Source: an optimization exercise on an open RTL-to-GDS flow (aim: small area, a short achievable clock period and few clock cycles per item). Production flows keep margins and buffers that such runs may drop.
Where RTL was checked, it was by simulation tests only, not by an equivalence proof against the original.
No activity file was given, so power comes from the tool's default toggle rates.

## v6
// ws2812_axil_slave
module ws2812_axil_slave #(
    parameter int unsigned C_S_AXI_DATA_WIDTH = 32,
    parameter int unsigned C_S_AXI_ADDR_WIDTH = 9,
    parameter int unsigned C_NUM_PIXELS       = 64
) (
    input  logic                            S_AXI_ACLK,
    input  logic                            S_AXI_ARESETN,
    input  logic [C_S_AXI_ADDR_WIDTH-1:0]   S_AXI_AWADDR,
    input  logic [2:0]                      S_AXI_AWPROT,
    input  logic                            S_AXI_AWVALID,
    output logic                            S_AXI_AWREADY,
    input  logic [C_S_AXI_DATA_WIDTH-1:0]   S_AXI_WDATA,
    input  logic [C_S_AXI_DATA_WIDTH/8-1:0] S_AXI_WSTRB,
    input  logic                            S_AXI_WVALID,
    output logic                            S_AXI_WREADY,
    output logic [1:0]                      S_AXI_BRESP,
    output logic                            S_AXI_BVALID,
    input  logic                            S_AXI_BREADY,
    input  logic [C_S_AXI_ADDR_WIDTH-1:0]   S_AXI_ARADDR,
    input  logic [2:0]                      S_AXI_ARPROT,
    input  logic                            S_AXI_ARVALID,
    output logic                            S_AXI_ARREADY,
    output logic [C_S_AXI_DATA_WIDTH-1:0]   S_AXI_RDATA,
    output logic [1:0]                      S_AXI_RRESP,
    output logic                            S_AXI_RVALID,
    input  logic                            S_AXI_RREADY,
    input  logic [5:0]                      px_addr,
    output logic [23:0]                     px_data,
    input  logic                            tx_busy,
    output logic                            tx_start,
    output logic [7:0]                      tx_len
);
Size: roughly 4200 cells after synthesis, about 1800 flip-flops, roughly 150 I/O pins.
clock: 5.0 ns
lec_check: 0
cap_margin: 20
core_margin: 2
core_utilization: 55
cts_cluster_diameter: 70
cts_cluster_size: 28
setup_slack_margin: 2.7
slew_margin: 20
tns_end_percent: 20
standard.sh (not shown) runs the stock make flow with config.mk's settings and CLKGATE_MAP_FILE= SYNTH_SCRIPT=/design/flow/synth_recipe.tcl, a recipe that flattens the netlist after the stock synthesis.
==> flow/flow/run.sh <==
#!/bin/bash
# The standard layout (standard.sh), except that the port buffers that
# global placement inserts are plain sky130_fd_sc_hd__buf_4 cells rather than
# the default pick, a delay cell. Every port still gets its buffer.
set -euo pipefail
bash standard.sh 'BUFFER_PORTS_ARGS=-buffer_cell sky130_fd_sc_hd__buf_4' finish > standard.log 2>&1
#### Input delta (v7 over v6)
--- a/flow/design.v
+++ b/flow/design.v
@@ -162,65 +162,59 @@
             px_data <= px_next;
     end
     always_ff @(posedge S_AXI_ACLK or negedge S_AXI_ARESETN) begin
         if (!S_AXI_ARESETN)
             busy_sync <= 2'b00;
         else
             busy_sync <= {busy_sync[0], tx_busy};
     end
     logic        ar_pend, ar_hs, r_move;
     logic [7:0]  ar_hi, ar_lo;              
     logic [2:0]  ar_slot;
-    logic [7:0]  ar_lo_n, ar_hi_n;
-    logic [15:0] r_tap;                     
     logic        ar_ctrl, ar_stat, ar_err;
     logic [23:0] r_data, r_pix;
     logic        ar_pix;
     logic        r_err;
     assign ar_hs       = S_AXI_ARVALID & S_AXI_ARREADY;
     assign ar_slot     = S_AXI_ARADDR[4:2] - rot - 3'd1;
-    assign ar_lo_n     = ar_hs ? 8'd1 << ar_slot : {ar_lo[0], ar_lo[7:1]};
-    assign ar_hi_n     = ar_hs ? (S_AXI_ARADDR[8] ? (8'd1 << S_AXI_ARADDR[7:5]) : 8'd0) : ar_hi;
     assign r_move      = ar_pend & (~S_AXI_RVALID | S_AXI_RREADY) & (~ar_pix | ar_lo[0] | ar_lo[4]);
     assign S_AXI_RDATA = {8'd0, r_data};
     assign S_AXI_RRESP = {r_err, 1'b0};
     always_ff @(posedge S_AXI_ACLK or negedge S_AXI_ARESETN) begin
         if (!S_AXI_ARESETN) begin
             ar_pend       <= 1'b0;
             S_AXI_ARREADY <= 1'b1;
             S_AXI_RVALID  <= 1'b0;
         end else begin
             ar_pend       <= ar_hs | (ar_pend & ~r_move);
             S_AXI_ARREADY <= ~(ar_hs | (ar_pend & ~r_move));
             S_AXI_RVALID  <= r_move | (S_AXI_RVALID & ~S_AXI_RREADY);
         end
     end
     always_ff @(posedge S_AXI_ACLK) begin
-        ar_lo <= ar_lo_n;
-        ar_hi <= ar_hi_n;
-        for (int h = 0; h < 8; h++) begin
-            r_tap[2*h]     <= ar_hi_n[h] & ar_lo_n[0];
-            r_tap[2*h + 1] <= ar_hi_n[h] & ar_lo_n[4];
-        end
+        if (!ar_hs)
+            ar_lo <= {ar_lo[0], ar_lo[7:1]};
         if (ar_hs) begin
             ar_pix  <= S_AXI_ARADDR[8];
+            ar_hi   <= S_AXI_ARADDR[8] ? (8'd1 << S_AXI_ARADDR[7:5]) : 8'd0;
+            ar_lo   <= 8'd1 << ar_slot;
             ar_ctrl <= is_ctrl(S_AXI_ARADDR);
             ar_stat <= is_stat(S_AXI_ARADDR);
             ar_err  <= ~S_AXI_ARADDR[8] & ~is_ctrl(S_AXI_ARADDR) & ~is_stat(S_AXI_ARADDR);
         end
     end
     always_comb begin
         r_pix = '0;
         for (int h = 0; h < 8; h++)
-            r_pix = r_pix | ({24{r_tap[2*h]}} & ring[8*h])
-                          | ({24{r_tap[2*h + 1]}} & ring[8*h + 4]);
+            r_pix = r_pix | ({24{ar_hi[h] & ar_lo[0]}} & ring[8*h])
+                          | ({24{ar_hi[h] & ar_lo[4]}} & ring[8*h + 4]);
     end
     always_ff @(posedge S_AXI_ACLK) begin
         if (r_move) begin
             r_data <= r_pix | {8'd0, {8{ar_ctrl}} & ctrl_len, 8'd0} | {23'd0, ar_stat & busy_sync[1]};
             r_err  <= ar_err;
         end
     end
     logic unused_ok;
     assign unused_ok = ^{S_AXI_AWPROT, S_AXI_ARPROT, S_AXI_AWADDR[1:0], S_AXI_ARADDR[1:0],
                          S_AXI_WDATA[31:24], S_AXI_WSTRB[3]};
 endmodule
Results
- | post-synthesis cell count | v7 vs v6 | ≈ equal |
- The run showing the greater sequential share of layout area is v7.
- HPWL reported at the end of detailed placement of v7 exceeds that of v6 by a few percent.
- In summary, v7 completed successfully, with a layout that passed the timing, DRC and antenna checks.
- Between v6 and v7, the fraction of registers with async set/reset figures differ only marginally.
- The run showing the smaller leakage power is v7.
- Aggregate routed wire length in v7 vs v6: up 2000 um
Testbench counts of v7, summed over its fixed seeds: cycles 4,352, items 5,696.
For v6, only the layout was checked, not whether the RTL still works.

-- port drivers added, routing unchanged --
Ports are ideal in the flow. The routed layouts listed here were re-timed in OpenROAD.
Step 1, drivers: a clkbuf_16 drives S_AXI_ACLK and a buf_2 each remaining input, both assumed.
Step 2 also shifts input and output timing later by t, the mid clock arrival at the registers, as if the neighbouring blocks saw the same clock.
a / b / c = no drivers / after step 1 / after step 2; a / b = the first two.
| run | t (ns) | slack for setup (ns) | hold WS [ns] | worst setup path at the end | worst data-port slew with drivers (ns) |
|---|---|---|---|---|---|
| v6 | 0.766 | 2.449 / 2.425 / 1.658 | 0.329 / 0.329 / 0.329 | input to register | 0.16 |
| v7 | 0.770 | 2.563 / 2.484 / 1.842 | 0.338 / 0.338 / 0.338 | input to register | 0.08 |
After both steps setup and hold are still met in every run listed. For v6, which loses most, drivers alone change the setup slack by -0.024 ns; drivers and shift together by -0.791 ns.
